Background: an optimization exercise with open tools, aiming at small area. Do not read the settings as production practice.
Where RTL was checked, it was by simulation tests only, not by an equivalence proof against the original.
Power is estimated from default activity; no workload was simulated.

==> inputs of build 62 <==
// aipWrapper
module aipWrapper (
  input  logic                       clk,
  input  logic                       rst,
  input  logic                       en_i,
  input  aipPkg::configCode_e        config_i,
  input  aipPkg::data_t              data_i,
  input  logic                       write_i,
  input  logic                       read_i,
  input  logic                       start_i,
  input  logic [4:0]                 memInRdAddr_i,
  input  logic                       memOutWrEn_i,
  input  logic [5:0]                 memOutWrAddr_i,
  input  aipPkg::data_t              memOutWrData_i,
  input  logic                       coreBusy_i,
  input  logic                       coreDone_i,
  output aipPkg::data_t              dataOut_o,
  output logic                       intAIP_o,
  output aipPkg::data_t              memInRdData_o,
  output logic [2*aipPkg::DataWidth-1:0] confData_o,
  output logic                       coreStart_o
);
==> module aipDualPortRam, before the edit <==
module aipDualPortRam #(
  parameter int AddrWidth = 5,
  localparam int Depth = 2**AddrWidth,
  localparam int Groups = Depth / 3,           
  localparam int Leaves = Groups + Depth % 3,  
  localparam int Parts = (Leaves + 3) / 4,
  localparam int Slices = 4,                    
  localparam int SliceWidth = aipPkg::DataWidth / Slices
) (
  input  logic                 clk,
  input  logic                 wrEn_i,
  input  logic [AddrWidth-1:0] wrAddr_i,
  input  aipPkg::data_t        wrData_i,
  input  logic [AddrWidth-1:0] rdAddr_i,
  output logic [Parts-1:0][aipPkg::DataWidth-1:0] rdPart_o
);
  logic [Depth-1:0][aipPkg::DataWidth-1:0] mem;
  logic [Slices-1:0][Depth-1:0] wrSel;
  logic [Slices-1:0][Depth-1:0] rdSel;
  logic [(2**(AddrWidth-3))-1:0] wrHiN, rdHiN;
  logic [7:0]                    wrLoN, rdLoN;
  aipPredecoder #(.AddrWidth(AddrWidth)) wrPre_inst (
    .en_i  (wrEn_i),
    .addr_i(wrAddr_i),
    .hiN_o (wrHiN),
    .loN_o (wrLoN)
  );
  aipPredecoder #(.AddrWidth(AddrWidth)) rdPre_inst (
    .en_i  (1'b1),
    .addr_i(rdAddr_i),
    .hiN_o (rdHiN),
    .loN_o (rdLoN)
  );
  for (genvar s = 0; s < Slices; s++) begin : gen_slice
    aipSelect #(.AddrWidth(AddrWidth)) wrSel_inst (
      .hiN_i(wrHiN),
      .loN_i(wrLoN),
      .sel_o(wrSel[s])
    );
    aipSelect #(.AddrWidth(AddrWidth)) rdSel_inst (
      .hiN_i(rdHiN),
      .loN_i(rdLoN),
      .sel_o(rdSel[s])
    );
  end
  always_ff @(posedge clk) begin
    for (int k = 0; k < Depth; k++) begin
      for (int s = 0; s < Slices; s++) begin
        if (wrSel[s][k]) begin
          mem[k][s*SliceWidth +: SliceWidth] <= wrData_i[s*SliceWidth +: SliceWidth];
        end
      end
    end
  end
  for (genvar b = 0; b < aipPkg::DataWidth; b++) begin : gen_bit
    logic [4*Parts-1:0] leafN;   
    for (genvar g = 0; g < Groups; g++) begin : gen_grp
      aipAoi222 aoi_inst (
        .a0(mem[3*g][b]),   .s0(rdSel[b/SliceWidth][3*g]),
        .a1(mem[3*g+1][b]), .s1(rdSel[b/SliceWidth][3*g+1]),
        .a2(mem[3*g+2][b]), .s2(rdSel[b/SliceWidth][3*g+2]),
        .y_n(leafN[g])
      );
    end
    for (genvar r = 0; r < Depth % 3; r++) begin : gen_rest
      aipNand2 nand_inst (
        .a(mem[3*Groups+r][b]), .b(rdSel[b/SliceWidth][3*Groups+r]),
        .y_n(leafN[Groups+r])
      );
    end
    for (genvar l = Leaves; l < 4*Parts; l++) begin : gen_pad
      assign leafN[l] = 1'b1;
    end
    for (genvar p = 0; p < Parts; p++) begin : gen_part
      if (4*p + 2 >= Leaves) begin : gen_two
        aipNand2 nand_inst (
          .a(leafN[4*p]), .b(leafN[4*p+1]),
          .y_n(rdPart_o[p][b])
        );
      end else if (4*p + 3 >= Leaves) begin : gen_three
        aipNand3 nand_inst (
          .a(leafN[4*p]), .b(leafN[4*p+1]), .c(leafN[4*p+2]),
          .y_n(rdPart_o[p][b])
        );
      end else begin : gen_four
        aipNand4 nand_inst (
          .a(leafN[4*p]), .b(leafN[4*p+1]), .c(leafN[4*p+2]), .d(leafN[4*p+3]),
          .y_n(rdPart_o[p][b])
        );
      end
    end
  end
endmodule
==> module aipPredecoder, before the edit <==
module aipPredecoder #(
  parameter int AddrWidth = 5
) (
  input  logic                          en_i,
  input  logic [AddrWidth-1:0]          addr_i,
  output logic [(2**(AddrWidth-3))-1:0] hiN_o,
  output logic [7:0]                    loN_o
);
  always_comb begin
    for (int h = 0; h < 2**(AddrWidth-3); h++) begin
      hiN_o[h] = !(en_i && (addr_i[AddrWidth-1:3] == (AddrWidth-3)'(h)));
    end
    for (int l = 0; l < 8; l++) begin
      loN_o[l] = !(addr_i[2:0] == 3'(l));
    end
  end
endmodule
==> module aipSelect, before the edit <==
module aipSelect #(
  parameter int AddrWidth = 5,
  localparam int Depth = 2**AddrWidth
) (
  input  logic [(2**(AddrWidth-3))-1:0] hiN_i,
  input  logic [7:0]                    loN_i,
  output logic [Depth-1:0]              sel_o
);
  always_comb begin
    for (int k = 0; k < Depth; k++) begin
      sel_o[k] = !(hiN_i[k / 8] || loN_i[k % 8]);
    end
  end
endmodule
==> flow/config.mk <==
export PLATFORM = sky130hd
export DESIGN_NAME = aipWrapper
export DESIGN_NICKNAME = aipWrapper
export VERILOG_FILES = /design/flow/design.v
export SDC_FILE = /design/flow/constraint.sdc
export NUM_CORES = 4
export LEC_CHECK = 0
export CAP_MARGIN = 15
export CORE_MARGIN = 2
export CORE_UTILIZATION = 70
export SLEW_MARGIN = 15
export SYNTH_HIERARCHICAL = 1
export SYNTH_MINIMUM_KEEP_SIZE = 0
==> flow/constraint.sdc <==
create_clock -name core_clock -period 10.0 [get_ports {clk}]
set_input_delay 2.0000 -clock core_clock [delete_from_list [all_inputs] [get_ports {clk}]]
set_output_delay 2.0000 -clock core_clock [all_outputs]
set_load 0.01 [all_outputs]
standard.sh (not shown) runs the stock make flow with config.mk's settings and CLKGATE_MAP_FILE= SYNTH_SCRIPT=/design/flow/synth_recipe.tcl, a recipe that flattens the netlist after the stock synthesis.
==> flow/flow/run.sh <==
#!/bin/bash
export BUFFER_PORTS_ARGS="-buffer_cell sky130_fd_sc_hd__buf_1"
export CTS_ARGS="-sink_clustering_enable -repair_clock_nets -dont_use_dummy_load -buf_list {sky130_fd_sc_hd__clkbuf_8 sky130_fd_sc_hd__clkbuf_16} -sink_clustering_buffer sky130_fd_sc_hd__clkbuf_8 -sink_clustering_size 22 -sink_clustering_max_diameter 45"
export PRE_RESIZE_TCL="$PWD/flow/rm_place_buffers.tcl"
bash standard.sh "DONT_USE_CELLS=sky130_fd_sc_hd__probe_p_8 sky130_fd_sc_hd__probec_p_8 sky130_fd_sc_hd__lpflow_bleeder_1 sky130_fd_sc_hd__lpflow_clkbufkapwr_1 sky130_fd_sc_hd__lpflow_clkbufkapwr_16 sky130_fd_sc_hd__lpflow_clkbufkapwr_2 sky130_fd_sc_hd__lpflow_clkbufkapwr_4 sky130_fd_sc_hd__lpflow_clkbufkapwr_8 sky130_fd_sc_hd__lpflow_clkinvkapwr_1 sky130_fd_sc_hd__lpflow_clkinvkapwr_16 sky130_fd_sc_hd__lpflow_clkinvkapwr_2 sky130_fd_sc_hd__lpflow_clkinvkapwr_4 sky130_fd_sc_hd__lpflow_clkinvkapwr_8 sky130_fd_sc_hd__lpflow_decapkapwr_12 sky130_fd_sc_hd__lpflow_decapkapwr_3 sky130_fd_sc_hd__lpflow_decapkapwr_4 sky130_fd_sc_hd__lpflow_decapkapwr_6 sky130_fd_sc_hd__lpflow_decapkapwr_8 sky130_fd_sc_hd__lpflow_inputiso0n_1 sky130_fd_sc_hd__lpflow_inputiso0p_1 sky130_fd_sc_hd__lpflow_inputiso1n_1 sky130_fd_sc_hd__lpflow_inputiso1p_1 sky130_fd_sc_hd__lpflow_inputisolatch_1 sky130_fd_sc_hd__lpflow_isobufsrc_1 sky130_fd_sc_hd__lpflow_isobufsrc_16 sky130_fd_sc_hd__lpflow_isobufsrc_2 sky130_fd_sc_hd__lpflow_isobufsrc_4 sky130_fd_sc_hd__lpflow_isobufsrc_8 sky130_fd_sc_hd__lpflow_isobufsrckapwr_16 sky130_fd_sc_hd__lpflow_lsbuf_lh_hl_isowell_tap_1 sky130_fd_sc_hd__lpflow_lsbuf_lh_hl_isowell_tap_2 sky130_fd_sc_hd__lpflow_lsbuf_lh_hl_isowell_tap_4 sky130_fd_sc_hd__lpflow_lsbuf_lh_isowell_4 sky130_fd_sc_hd__lpflow_lsbuf_lh_isowell_tap_1 sky130_fd_sc_hd__lpflow_lsbuf_lh_isowell_tap_2 sky130_fd_sc_hd__lpflow_lsbuf_lh_isowell_tap_4 sky130_fd_sc_hd__buf_6 sky130_fd_sc_hd__buf_8 sky130_fd_sc_hd__buf_12 sky130_fd_sc_hd__buf_16" finish > standard.log 2>&1
==> flow/flow/rm_place_buffers.tcl <==
# Drop the buffers that timing-driven global placement inserted while the
# placement was still spread out; repair_design re-buffers on the final one.
set place_bufs [get_cells -quiet place*]
puts "Removing [llength $place_bufs] global-placement buffers"
if { [llength $place_bufs] > 0 } {
  remove_buffers $place_bufs
}
==> trial 26: changes against build 62 <==
--- a/flow/design.v
+++ b/flow/design.v
@@ -32,5 +32,3 @@
   localparam int Leaves = Groups + Depth % 3,  
-  localparam int Parts = (Leaves + 3) / 4,
-  localparam int Slices = 4,                    
-  localparam int SliceWidth = aipPkg::DataWidth / Slices
+  localparam int Parts = (Leaves + 3) / 4
 ) (
@@ -44,36 +42,18 @@
   logic [Depth-1:0][aipPkg::DataWidth-1:0] mem;
-  logic [Slices-1:0][Depth-1:0] wrSel;
-  logic [Slices-1:0][Depth-1:0] rdSel;
-  logic [(2**(AddrWidth-3))-1:0] wrHiN, rdHiN;
-  logic [7:0]                    wrLoN, rdLoN;
-  aipPredecoder #(.AddrWidth(AddrWidth)) wrPre_inst (
+  logic [Depth-1:0] wrSel;
+  logic [Depth-1:0] rdSel;
+  aipDecoder #(.AddrWidth(AddrWidth)) wrDec_inst (
     .en_i  (wrEn_i),
     .addr_i(wrAddr_i),
-    .hiN_o (wrHiN),
-    .loN_o (wrLoN)
+    .sel_o (wrSel)
   );
-  aipPredecoder #(.AddrWidth(AddrWidth)) rdPre_inst (
+  aipDecoder #(.AddrWidth(AddrWidth)) rdDec_inst (
     .en_i  (1'b1),
     .addr_i(rdAddr_i),
-    .hiN_o (rdHiN),
-    .loN_o (rdLoN)
+    .sel_o (rdSel)
   );
-  for (genvar s = 0; s < Slices; s++) begin : gen_slice
-    aipSelect #(.AddrWidth(AddrWidth)) wrSel_inst (
-      .hiN_i(wrHiN),
-      .loN_i(wrLoN),
-      .sel_o(wrSel[s])
-    );
-    aipSelect #(.AddrWidth(AddrWidth)) rdSel_inst (
-      .hiN_i(rdHiN),
-      .loN_i(rdLoN),
-      .sel_o(rdSel[s])
-    );
-  end
   always_ff @(posedge clk) begin
     for (int k = 0; k < Depth; k++) begin
-      for (int s = 0; s < Slices; s++) begin
-        if (wrSel[s][k]) begin
-          mem[k][s*SliceWidth +: SliceWidth] <= wrData_i[s*SliceWidth +: SliceWidth];
-        end
+      if (wrSel[k]) begin
+        mem[k] <= wrData_i;
       end
@@ -85,5 +65,5 @@
       aipAoi222 aoi_inst (
-        .a0(mem[3*g][b]),   .s0(rdSel[b/SliceWidth][3*g]),
-        .a1(mem[3*g+1][b]), .s1(rdSel[b/SliceWidth][3*g+1]),
-        .a2(mem[3*g+2][b]), .s2(rdSel[b/SliceWidth][3*g+2]),
+        .a0(mem[3*g][b]),   .s0(rdSel[3*g]),
+        .a1(mem[3*g+1][b]), .s1(rdSel[3*g+1]),
+        .a2(mem[3*g+2][b]), .s2(rdSel[3*g+2]),
         .y_n(leafN[g])
@@ -93,3 +73,3 @@
       aipNand2 nand_inst (
-        .a(mem[3*Groups+r][b]), .b(rdSel[b/SliceWidth][3*Groups+r]),
+        .a(mem[3*Groups+r][b]), .b(rdSel[3*Groups+r]),
         .y_n(leafN[Groups+r])
@@ -120,20 +100,3 @@
 endmodule
-module aipPredecoder #(
-  parameter int AddrWidth = 5
-) (
-  input  logic                          en_i,
-  input  logic [AddrWidth-1:0]          addr_i,
-  output logic [(2**(AddrWidth-3))-1:0] hiN_o,
-  output logic [7:0]                    loN_o
-);
-  always_comb begin
-    for (int h = 0; h < 2**(AddrWidth-3); h++) begin
-      hiN_o[h] = !(en_i && (addr_i[AddrWidth-1:3] == (AddrWidth-3)'(h)));
-    end
-    for (int l = 0; l < 8; l++) begin
-      loN_o[l] = !(addr_i[2:0] == 3'(l));
-    end
-  end
-endmodule
-module aipSelect #(
+module aipDecoder #(
   parameter int AddrWidth = 5,
@@ -141,5 +104,5 @@
 ) (
-  input  logic [(2**(AddrWidth-3))-1:0] hiN_i,
-  input  logic [7:0]                    loN_i,
-  output logic [Depth-1:0]              sel_o
+  input  logic                 en_i,
+  input  logic [AddrWidth-1:0] addr_i,
+  output logic [Depth-1:0]     sel_o
 );
@@ -147,3 +110,3 @@
     for (int k = 0; k < Depth; k++) begin
-      sel_o[k] = !(hiN_i[k / 8] || loN_i[k % 8]);
+      sel_o[k] = en_i && (addr_i == AddrWidth'(k));
     end
==> flow/flow/run.sh (replaced) <==
#!/bin/bash
export BUFFER_PORTS_ARGS="-buffer_cell sky130_fd_sc_hd__buf_1"
export CTS_ARGS="-sink_clustering_enable -repair_clock_nets -dont_use_dummy_load -buf_list {sky130_fd_sc_hd__clkbuf_8 sky130_fd_sc_hd__clkbuf_16} -sink_clustering_buffer sky130_fd_sc_hd__clkbuf_8 -sink_clustering_size 18 -sink_clustering_max_diameter 50"
export PRE_RESIZE_TCL="$PWD/flow/rm_place_buffers.tcl"
export RECOVER_POWER=100
bash standard.sh > standard.log 2>&1
- CAP_MARGIN: 15 -> 10
- CORE_UTILIZATION: 70 -> 80
- SLEW_MARGIN: 15 -> 10
==> build 76: changes against build 62 <==
==> flow/flow/run.sh (replaced) <==
#!/bin/bash
export BUFFER_PORTS_ARGS="-buffer_cell sky130_fd_sc_hd__buf_1"
export CTS_ARGS="-sink_clustering_enable -repair_clock_nets -dont_use_dummy_load -buf_list {sky130_fd_sc_hd__clkbuf_8 sky130_fd_sc_hd__clkbuf_16} -sink_clustering_buffer sky130_fd_sc_hd__clkbuf_8 -sink_clustering_size 18 -sink_clustering_max_diameter 50"
export PRE_RESIZE_TCL="$PWD/flow/rm_place_buffers.tcl"
bash standard.sh > standard.log 2>&1
- CAP_MARGIN: 15 -> 10
- SLEW_MARGIN: 15 -> 10
==> trial 42: changes against build 62 <==
--- a/flow/design.v
+++ b/flow/design.v
@@ -33,3 +33,3 @@
   localparam int Parts = (Leaves + 3) / 4,
-  localparam int Slices = 4,                    
+  localparam int Slices = 2,                    
   localparam int SliceWidth = aipPkg::DataWidth / Slices
--- a/flow/flow/run.sh
+++ b/flow/flow/run.sh
@@ -2,3 +2,3 @@
 export BUFFER_PORTS_ARGS="-buffer_cell sky130_fd_sc_hd__buf_1"
-export CTS_ARGS="-sink_clustering_enable -repair_clock_nets -dont_use_dummy_load -buf_list {sky130_fd_sc_hd__clkbuf_8 sky130_fd_sc_hd__clkbuf_16} -sink_clustering_buffer sky130_fd_sc_hd__clkbuf_8 -sink_clustering_size 22 -sink_clustering_max_diameter 45"
+export CTS_ARGS="-sink_clustering_enable -repair_clock_nets -dont_use_dummy_load -buf_list {sky130_fd_sc_hd__clkbuf_8 sky130_fd_sc_hd__clkbuf_16} -sink_clustering_buffer sky130_fd_sc_hd__clkbuf_8 -sink_clustering_size 18 -sink_clustering_max_diameter 50"
 export PRE_RESIZE_TCL="$PWD/flow/rm_place_buffers.tcl"
==> notes <==
The highest combinational power belongs to build 76, the lowest to trial 42. The lowest hold slack belongs to trial 26, the highest to build 62. Build 76 went through all stages and came out clean. Trial 42 produced a clean layout. Build 62 finished with timing, DRC and antenna clean. Trial 26 finished but fails on max-capacitance violations, max-slew violations. Utilization, highest first: trial 26, trial 42, build 76, build 62. The highest register-to-register slack belongs to build 76, the lowest to trial 26. First-iteration DRC count: trial 42 < build 76 < build 62 < trial 26.
The RTL of build 62, build 76 and trial 42 was laid out without a check of its function.

[port drivers added, routing unchanged]
Ports are ideal in the flow. The routed layouts listed here were re-timed in OpenROAD.
Step 1 (the two cells are an assumption about what drives the block):
set clk [get_ports {clk}]
set_driving_cell -lib_cell sky130_fd_sc_hd__clkbuf_16 $clk
set_driving_cell -lib_cell sky130_fd_sc_hd__buf_2 [delete_from_list [all_inputs] $clk]
Step 2 also shifts input and output timing later by t, the mid clock arrival at the registers, as if the neighbouring blocks saw the same clock.
Three values: no drivers, after step 1, after step 2; two values: the first two.
| run | t, ns | setup slack, ns | worst data-port slew with drivers (ns) | max-slew violations | max-capacitance violations |
|---|---|---|---|---|---|
| build 62 | 0.899 | 2.616 / 2.528 / 3.063 | 2.10 | 0 / 80 | 0 / 1 |
| trial 26 | 0.885 | 1.028 / 0.935 / 1.683 | 2.06 | 3143 / 3320 | 128 / 130 |
| build 76 | 0.888 | 2.341 / 2.255 / 3.143 | 2.18 | 0 / 80 | 0 / 1 |
| trial 42 | 0.879 | 2.468 / 2.377 / 3.103 | 1.92 | 0 / 80 | 0 / 1 |
With drivers on, slew violations rise in every run listed. The drivers bring new capacitance violations in every run listed.
